Context: an optimization exercise on an open-source flow, tuned for small area and few clock cycles per item. The choices shown serve that exercise and are no tape-out recipe. Function was checked by simulation only, so behaviour that the tests miss may differ from the original. Power and IR drop assume default switching activity.

### flow/design.v
`default_nettype none
package brbm_pkg;
  localparam int COORD_W    = 12;
  localparam int SAMPLE_W   = 8;
  localparam int EDGE_W     = 13;
  localparam int CFG_IDX_W  = 3;
  localparam int CFG_DATA_W = 32;
  localparam int SUM_W      = 16;
  localparam int BLOCK_SIZE_DEF = 64;
  localparam int MAX_WIDTH_DEF  = 4096;
  localparam logic [CFG_IDX_W-1:0] CFG_BOX_LEFT    = 3'd0;
  localparam logic [CFG_IDX_W-1:0] CFG_BOX_RIGHT   = 3'd1;
  localparam logic [CFG_IDX_W-1:0] CFG_BOX_TOP     = 3'd2;
  localparam logic [CFG_IDX_W-1:0] CFG_BOX_BOTTOM  = 3'd3;
  localparam logic [CFG_IDX_W-1:0] CFG_REDACT_MODE = 3'd4;
  localparam logic [CFG_IDX_W-1:0] CFG_FILL_YUVA   = 3'd5;
  localparam logic MODE_SOLID  = 1'b0;
  localparam logic MODE_MOSAIC = 1'b1;
  typedef struct packed {
    logic [SAMPLE_W-1:0] y;
    logic [SAMPLE_W-1:0] cb;
    logic [SAMPLE_W-1:0] cr;
  } pix_t;
  function automatic logic [SAMPLE_W-1:0] div255(input logic [SUM_W-1:0] s);
    logic [SAMPLE_W-1:0] q0;
    logic [SAMPLE_W:0]   r;
    q0 = s[SUM_W-1:SAMPLE_W];
    r  = {1'b0, s[SAMPLE_W-1:0]} + {1'b0, q0};
    if (r >= 9'd255) begin
      div255 = q0 + 8'd1;
    end else begin
      div255 = q0;
    end
  endfunction
endpackage
`default_nettype wire
`default_nettype none
module brbm_corner_store #(
  parameter int DEPTH = 64,
  parameter int AW    = 6
) (
  input  wire logic          clk_i,
  input  wire logic          we_i,
  input  wire logic          re_i,
  input  wire logic [AW-1:0] addr_i,
  input  wire brbm_pkg::pix_t wdata_i,
  output brbm_pkg::pix_t     rdata_o
);
  logic [3*brbm_pkg::SAMPLE_W-1:0] mem [0:DEPTH-1];
  brbm_pkg::pix_t rdata_q;
  always_ff @(posedge clk_i) begin
    if (we_i) begin
      mem[addr_i] <= wdata_i;
    end
    if (re_i) begin
      rdata_q <= mem[addr_i];
    end
  end
  assign rdata_o = rdata_q;
endmodule
`default_nettype wire
`default_nettype none
module box_redact_blend_mosaic_core #(
  parameter int BLOCK_SIZE = brbm_pkg::BLOCK_SIZE_DEF,
  parameter int MAX_WIDTH  = brbm_pkg::MAX_WIDTH_DEF
) (
  input  wire logic                             clk_i,
  input  wire logic                             rst_ni,
  input  wire logic                             cfg_we_i,
  input  wire logic [brbm_pkg::CFG_IDX_W-1:0]   cfg_index_i,
  input  wire logic [brbm_pkg::CFG_DATA_W-1:0]  cfg_data_i,
  input  wire logic                             in_valid_i,
  output logic                                  in_stall_o,
  input  wire logic [brbm_pkg::COORD_W-1:0]     col_i,
  input  wire logic [brbm_pkg::COORD_W-1:0]     row_index_i,
  input  wire logic [brbm_pkg::SAMPLE_W-1:0]    luma_in_i,
  input  wire logic [brbm_pkg::SAMPLE_W-1:0]    cb_in_i,
  input  wire logic [brbm_pkg::SAMPLE_W-1:0]    cr_in_i,
  output logic                                  out_valid_o,
  input  wire logic                             out_stall_i,
  output logic [brbm_pkg::SAMPLE_W-1:0]         luma_out_o,
  output logic [brbm_pkg::SAMPLE_W-1:0]         cb_out_o,
  output logic [brbm_pkg::SAMPLE_W-1:0]         cr_out_o
);
  localparam int COORD_W    = brbm_pkg::COORD_W;
  localparam int SAMPLE_W   = brbm_pkg::SAMPLE_W;
  localparam int EDGE_W     = brbm_pkg::EDGE_W;
  localparam int CFG_DATA_W = brbm_pkg::CFG_DATA_W;
  localparam int SUM_W      = brbm_pkg::SUM_W;
  localparam int StoreDepth = (MAX_WIDTH + BLOCK_SIZE - 1) / BLOCK_SIZE;
  localparam int StoreAw    = (StoreDepth > 1) ? $clog2(StoreDepth) : 1;
  localparam int DivShift   = COORD_W + $clog2(BLOCK_SIZE);
  localparam int ProdW      = DivShift + COORD_W;
  localparam logic [ProdW-1:0] RecipM =
      ProdW'(((64'd1 << DivShift) + BLOCK_SIZE - 1) / BLOCK_SIZE);
  localparam logic [ProdW-1:0] BlockK = ProdW'(BLOCK_SIZE);
  localparam logic [COORD_W:0] DepthK = (COORD_W + 1)'(StoreDepth);
  logic [COORD_W-1:0]    box_left_q, box_top_q;
  logic [EDGE_W-1:0]     box_right_q, box_bottom_q;
  logic                  mode_q;
  logic [CFG_DATA_W-1:0] fill_q;
  always_ff @(posedge clk_i or negedge rst_ni) begin
    if (!rst_ni) begin
      box_left_q   <= '0;
      box_right_q  <= '0;
      box_top_q    <= '0;
      box_bottom_q <= '0;
      mode_q       <= brbm_pkg::MODE_MOSAIC;
      fill_q       <= '0;
    end else if (cfg_we_i) begin
      case (cfg_index_i)
        brbm_pkg::CFG_BOX_LEFT:    box_left_q   <= cfg_data_i[COORD_W-1:0];
        brbm_pkg::CFG_BOX_RIGHT:   box_right_q  <= cfg_data_i[EDGE_W-1:0];
        brbm_pkg::CFG_BOX_TOP:     box_top_q    <= cfg_data_i[COORD_W-1:0];
        brbm_pkg::CFG_BOX_BOTTOM:  box_bottom_q <= cfg_data_i[EDGE_W-1:0];
        brbm_pkg::CFG_REDACT_MODE: mode_q       <= cfg_data_i[0];
        brbm_pkg::CFG_FILL_YUVA:   fill_q       <= cfg_data_i;
        default: ;
      endcase
    end
  end
  logic va_q, vb_q, vc_q, vd_q;
  logic en_a, en_b, en_c, en_d;
  assign en_d       = !vd_q || !out_stall_i;
  assign en_c       = !vc_q || en_d;
  assign en_b       = !vb_q || en_c;
  assign en_a       = !va_q || en_b;
  assign in_stall_o = !en_a;
  always_ff @(posedge clk_i or negedge rst_ni) begin
    if (!rst_ni) begin
      va_q <= 1'b0;
      vb_q <= 1'b0;
      vc_q <= 1'b0;
      vd_q <= 1'b0;
    end else begin
      if (en_a) va_q <= in_valid_i;
      if (en_b) vb_q <= va_q;
      if (en_c) vc_q <= vb_q;
      if (en_d) vd_q <= vc_q;
    end
  end
  logic [ProdW-1:0]   col_prod, row_prod;
  logic               inside_d;
  logic [COORD_W-1:0] col_a_q, row_a_q, bcol_a_q, brow_a_q;
  brbm_pkg::pix_t               pix_a_q;
  logic               inside_a_q;
  assign col_prod = ProdW'(col_i) * RecipM;
  assign row_prod = ProdW'(row_index_i) * RecipM;
  assign inside_d = (col_i >= box_left_q) && ({1'b0, col_i} < box_right_q) &&
                    (row_index_i >= box_top_q) && ({1'b0, row_index_i} < box_bottom_q);
  always_ff @(posedge clk_i) begin
    if (en_a) begin
      col_a_q    <= col_i;
      row_a_q    <= row_index_i;
      bcol_a_q   <= col_prod[DivShift +: COORD_W];
      brow_a_q   <= row_prod[DivShift +: COORD_W];
      pix_a_q    <= {luma_in_i, cb_in_i, cr_in_i};
      inside_a_q <= inside_d;
    end
  end
  logic has_entry_a, corner_a, store_we;
  brbm_pkg::pix_t store_rdata;
  assign has_entry_a = {1'b0, bcol_a_q} < DepthK;
  assign corner_a    = has_entry_a &&
                       ((ProdW'(bcol_a_q) * BlockK) == ProdW'(col_a_q)) &&
                       ((ProdW'(brow_a_q) * BlockK) == ProdW'(row_a_q));
  assign store_we    = va_q && en_b && corner_a;
  brbm_corner_store #(
    .DEPTH (StoreDepth),
    .AW    (StoreAw)
  ) u_store (
    .clk_i   (clk_i),
    .we_i    (store_we),
    .re_i    (en_b),
    .addr_i  (bcol_a_q[StoreAw-1:0]),
    .wdata_i (pix_a_q),
    .rdata_o (store_rdata)
  );
  brbm_pkg::pix_t pix_b_q;
  logic inside_b_q, corner_b_q, has_entry_b_q;
  always_ff @(posedge clk_i) begin
    if (en_b) begin
      pix_b_q       <= pix_a_q;
      inside_b_q    <= inside_a_q;
      corner_b_q    <= corner_a;
      has_entry_b_q <= has_entry_a;
    end
  end
  logic [SAMPLE_W-1:0] alpha, alpha_inv;
  logic [SUM_W-1:0]    sum_y_c_q, sum_cb_c_q, sum_cr_c_q;
  brbm_pkg::pix_t                pix_c_q, mos_c_q;
  logic                blend_c_q, mosaic_c_q;
  assign alpha     = fill_q[7:0];
  assign alpha_inv = 8'd255 - alpha;
  always_ff @(posedge clk_i) begin
    if (en_c) begin
      sum_y_c_q  <= SUM_W'(pix_b_q.y)  * SUM_W'(alpha_inv) + SUM_W'(fill_q[31:24]) * SUM_W'(alpha);
      sum_cb_c_q <= SUM_W'(pix_b_q.cb) * SUM_W'(alpha_inv) + SUM_W'(fill_q[23:16]) * SUM_W'(alpha);
      sum_cr_c_q <= SUM_W'(pix_b_q.cr) * SUM_W'(alpha_inv) + SUM_W'(fill_q[15:8])  * SUM_W'(alpha);
      pix_c_q    <= pix_b_q;
      mos_c_q    <= corner_b_q ? pix_b_q : store_rdata;
      blend_c_q  <= inside_b_q && (mode_q == brbm_pkg::MODE_SOLID);
      mosaic_c_q <= inside_b_q && (mode_q == brbm_pkg::MODE_MOSAIC) && has_entry_b_q;
    end
  end
  logic [SAMPLE_W-1:0] y_q, cb_q, cr_q;
  always_ff @(posedge clk_i) begin
    if (en_d) begin
      if (blend_c_q) begin
        y_q  <= brbm_pkg::div255(sum_y_c_q);
        cb_q <= brbm_pkg::div255(sum_cb_c_q);
        cr_q <= brbm_pkg::div255(sum_cr_c_q);
      end else if (mosaic_c_q) begin
        y_q  <= mos_c_q.y;
        cb_q <= mos_c_q.cb;
        cr_q <= mos_c_q.cr;
      end else begin
        y_q  <= pix_c_q.y;
        cb_q <= pix_c_q.cb;
        cr_q <= pix_c_q.cr;
      end
    end
  end
  assign out_valid_o = vd_q;
  assign luma_out_o  = y_q;
  assign cb_out_o    = cb_q;
  assign cr_out_o    = cr_q;
endmodule
`default_nettype wire
### flow/run.sh
#!/bin/bash
# synth_recipe.tcl (not shown) runs the flow's synth.tcl, then flattens the netlist and writes it again
# the make line also repeats each setting of config.mk as NAME=value (left out here)
make -C /OpenROAD-flow-scripts/flow DESIGN_CONFIG=/design/flow/config.mk WORK_HOME=/design/flow/orfs CLKGATE_MAP_FILE= SYNTH_SCRIPT=/design/flow/synth_recipe.tcl finish
### flow/config.mk
export PLATFORM = sky130hd
export DESIGN_NAME = box_redact_blend_mosaic_core
export DESIGN_NICKNAME = box_redact_blend_mosaic_core
export VERILOG_FILES = /design/flow/design.v
export SDC_FILE = /design/flow/constraint.sdc
export NUM_CORES = 4
export LEC_CHECK = 0
export CAP_MARGIN = 20
export CORE_MARGIN = 2
export CORE_UTILIZATION = 40
export SLEW_MARGIN = 20
### flow/constraint.sdc
create_clock -name core_clock -period 6.5 [get_ports {clk_i}]
set_input_delay 1.3000 -clock core_clock [delete_from_list [all_inputs] [get_ports {clk_i}]]
set_output_delay 1.3000 -clock core_clock [all_outputs]
set_load 0.01 [all_outputs]
==> notes.md <==
## logic make-up after synthesis
group                    synth area share
other                           0.0000442
adder cells (fa/ha/maj)             0.107
XOR/XNOR                          0.00671
multiplexers                       0.0673
buffers and inverters              0.0350
AND/OR/NAND/NOR                    0.0589
AO/OA/AOI/OAI                      0.0793
flip-flops                          0.646
## registers in the layout (all words and copies together) (netlist names), 16 cells and up
| name | flops |
|---|---|
| sum_y_c_q | 16 |
| fill_q | 32 |
| sum_cb_c_q | 16 |
| pix_a_q | 24 |
| sum_cr_c_q | 16 |
| u_store.rdata_q | 24 |
| mos_c_q | 24 |
| pix_c_q | 24 |
| pix_b_q | 24 |
| u_store.mem | 1536 |
## through the flow
stage	utilization	worst slack (ns)	instance area [um^2]	hold WS [ns]
final	0.456	0.524	96500	0.449
after global routing	0.456	0.175	96500	0.463
after CTS	0.456	0.501	96400	0.452
after detailed placement	0.428	0.525	90500	0.437
after global placement	0.428	0.590	90500	0.442
after floorplan	-	0.915	84800	0.400
## worst reg2reg max path: stages (launching register included)
cell and delay, ns:
dfrtp_1 0.58, buf_4 0.29, nand2b_1 0.17, fa_1 0.53, fa_1 0.51, fa_1 0.52
inv_1 0.06, fa_1 0.55, fa_1 0.43, fa_1 0.44, ha_1 0.35, nor2b_1 0.17
or4_1 0.43, a41o_1 0.27, o41ai_1 0.31, xnor2_1 0.10
## worst max-delay path by stage
stage          startpoint  depth (start not counted)              to  slack [ns]
4_1_cts         fill_q[0]                         18  sum_cr_c_q[15]        0.50
2_1_floorplan   fill_q[2]                         19  sum_cb_c_q[14]        0.91
5_1_grt         fill_q[1]                         19  sum_cb_c_q[14]        0.18
3_5_place_dp    fill_q[0]                         18  sum_cr_c_q[15]        0.53
3_3_place_gp    fill_q[0]                         17  sum_cr_c_q[15]        0.59
6_report        fill_q[1]                         15  sum_cb_c_q[14]        0.52
## cell usage after synthesis (11+ instances only)
master / n / area [um^2]
a211oi_1: 36 / 270
a21o_1: 29 / 218
a21oi_1: 196 / 981
a221o_1: 20 / 200
a221oi_1: 163 / 1430
a22o_1: 34 / 298
a22oi_1: 154 / 1160
a31oi_1: 16 / 100
and2_1: 149 / 932
buf_1: 20 / 75.1
buf_2: 78 / 390
buf_4: 14 / 105
clkbuf_1: 160 / 601
dfrtp_1: 86 / 2150
edfxtp_1: 1751 / 52600
fa_1: 291 / 5830
ha_1: 259 / 3240
inv_1: 473 / 1780
mux2_2: 181 / 2040
mux2i_1: 162 / 1620
mux4_2: 91 / 2050
nand2_1: 224 / 841
nand2b_1: 93 / 582
nand3_1: 35 / 175
nand4_1: 24 / 150
nor2_1: 220 / 826
nor2b_1: 147 / 920
nor3_1: 25 / 125
nor4_1: 11 / 68.8
o211ai_1: 15 / 113
o21a_1: 13 / 97.6
o21ai_0: 138 / 691
o221ai_1: 12 / 105
o22ai_1: 61 / 382
or4_1: 11 / 82.6
xnor2_1: 46 / 403
xor2_1: 19 / 166
## layout by cell type, fill, tap and decap left out, drive strengths merged, types with 86 or more instances in the layout
master / count
a21oi: 196
a221oi: 164
a22oi: 154
and2: 149
buf: 232
clkbuf: 236
clkdlybuf4s50: 112
clkinv: 90
dfrtp: 86
edfxtp: 1751
fa: 291
ha: 259
inv: 478
mux2: 181
mux2i: 162
mux4: 91
nand2: 224
nand2b: 93
nor2: 220
nor2b: 147
o21ai: 139
## power groups by stage
stage	clock (mW)	combinational [mW]	sequential [mW]
floorplan	0	21.1	15.8
global placement	0	27.1	15.9
detailed placement	0	27.6	15.9
CTS	10.6	27.8	15.6
global route	11.0	31.3	15.7
finish	10.5	27.4	15.6
## routing by layer
metal  GRT usage  vias up  routed length [um]
li1            -    21446                   -
met1       0.317    26192              102000
met2       0.364     2603              117000
met3      0.0523      501               24900
met4      0.0972        8               11400
met5           0        -                  44
## layout make-up
type / count / area, um^2 / area share
repair buffers: 345 / 3010 / 0.0312
clock inverters: 105 / 1060 / 0.0109
well taps: 2821 / 3530 / 0.0366
diodes: 15 / 37.5 / 0.000389
flip-flops and latches: 1838 / 54800 / 0.568
multi-input cells: 2993 / 27400 / 0.284
inverters: 475 / 1790 / 0.0185
clock buffers: 235 / 4910 / 0.0509
==> flow_metrics.py <==
metrics = {
    "run_status": {
        "outcome": "no timing/DRC/antenna violations",
    },
    "pwr": {
        "p_per_area_nw_per_um2": 555,
        "total_power_mw": 53.5,
        "internal_power_mw": 32.7,
        "p_sw_mw": 20.8,
        "ir_drop_mv": 1.30,
        "power_leakage_nw": 34.5,
        "p_comb_frac": 0.513,
        "pwr-share-clk": 0.195,
        "power_frac_seq": 0.292,
        "swShare": 0.389,
    },
    "synthesis": {
        "synth_area_per_cell_um2": 15.2,
        "yosysWarnings": 2,
        "ys.flop_type": "edfxtp_1",
        "netlist_area_um2": 84800,
        "post_synth_inst_count": 5577,
        "synth_cell_types": 81,
        "ys_ff_latch": 1838,
        "ys_seq_area_frac": 0.646,
        "async_flop_share": 0.0473,
        "synth_edf_count": 1751,
    },
    "clocking": {
        "h-tree-depth": 4,
        "clk_latency_ns": 0.88,
        "clkSinkCount": 1838,
        "path_clk_slew_ns": 0.06,
        "cts_made_buffers": 186,
        "ctsResizeCount": 0,
        "cts_buffer_depth": 3,
        "cts_hold_buf": 0,
        "cts_tree": "done",
        "root_buffer": "clkbuf_16",
        "post_cts_buffers": 0,
    },
    "worst_setup_path": {
        "timing.rr.start": "fill_q[1]",
        "r2r_end": "sum_cb_c_q[14]",
        "critPathMaxStageDelay_ns": 0.58,
        "path_max_fanout": 17,
        "crit_buf_inv": 2,
        "crit_path_frequent_cell": "fa_1",
        "cp_cell_sequence": "buf_4 > nand2b_1 > fa_1 > fa_1 > fa_1 > inv_1 > fa_1 > fa_1 > fa_1 > ha_1 > nor2b_1 > or4_1 > a41o_1 > o41ai_1 > xnor2_1",
        "critPathLaunchType": "flop",
        "critPathRequiredTime_ns": 7.03,
        "slowest_stage": "dfrtp_1",
        "end_kind": "flop",
        "r2r_slack_ns": 0.52,
        "criticalPathCategory": "flop to flop",
        "crit_arrival_ns": 6.51,
        "path_delay_family": "adder cells",
        "ff2ff_path_depth": 15,
    },
    "min_path": {
        "holdPathStages": 0,
        "hold_path.startpoint": "inside_a_q",
        "min_to": "inside_b_q",
        "hp-class": "flop to flop",
    },
    "job": {
        "maxCapViolations": 0,
    },
    "sta": {
        "fin_skew_ns": 0.0989,
        "timing.final.crit_share": 0.919,
        "slew_violations": 0,
        "tns_ns": 0,
        "setup_viol": 0,
        "worst_slew_pin_slew_ns": 1.21,
        "finalHoldViolations": 0,
        "grt_setup_unrepaired": "false",
        "post-route-min-period_ns": 5.98,
        "slew_headroom": 0.191,
        "fmax_mhz": 167,
    },
    "global_routing": {
        "antenna_found_initial": 20,
        "grt_max_degree": 90,
        "grt_pass1_vias": 49987,
        "grt_util_all_layers": 0.234,
        "grt-ovfl-total": 0,
        "grt_pass1_wl_um": 365000,
    },
    "die": {
        "fp.coreArea_um2": 211000,
        "die_w_um": 464,
        "io_pins": 114,
        "rows": 169,
        "start_util": 0.401,
        "fp.dieH_um": 464,
        "fp.dieArea_um2": 216000,
    },
    "routing": {
        "first_pass_iters": 8,
        "antenna_left": 0,
        "num_vias": 50750,
        "wire_per_inst_um": 28.9,
        "drc": 0,
        "drt_iter0_markers": 6815,
        "drt-total-wl_um": 255000,
        "drt-vias-per-instance": 5.75,
    },
    "placement": {
        "dp_cells": 8469,
        "numPortBuffers": 113,
        "gp_congestion": 0.926,
        "hpwl_um": 159000,
    },
    "layout": {
        "area_growth_pct": 13.8,
        "drive_gt1_frac": 0.144,
        "layout.cells.non_filler": 8827,
        "fin_nets": 6477,
        "fill_cells": 18322,
    },
}
Testbench counts, summed over its fixed seeds: cycles 66,900, items 65,536.

## static timing again, ports no longer ideal
The flow's constraints put no driver on any port. The routed layout listed below was extracted and timed again, unchanged, in two steps. Step 1 assumes that a clkbuf_16 drives the clock port and a buf_2 every other input. Step 2 adds t to the input delays and takes it off the output delays; t is the mean of the earliest and latest rising clock arrival at the registers after step 1. Input paths then give back, and output paths get back, about the clock's delay inside the block. Slacks: no drivers / after step 1 / after step 2; pairs: no drivers / after step 1.
shift t [ns]: 0.920
setup WS [ns]: 0.524 / 0.524 / 0.524
worst hold slack (ns): 0.449 / 0.449 / 0.449
worst register clock-pin slew, ns: 0.07 / 0.07
worst data-port slew with drivers (ns): 0.14
After both steps setup and hold are still met in this run. For this run, drivers alone change the setup slack by 0.000 ns; drivers and shift together by 0.000 ns.
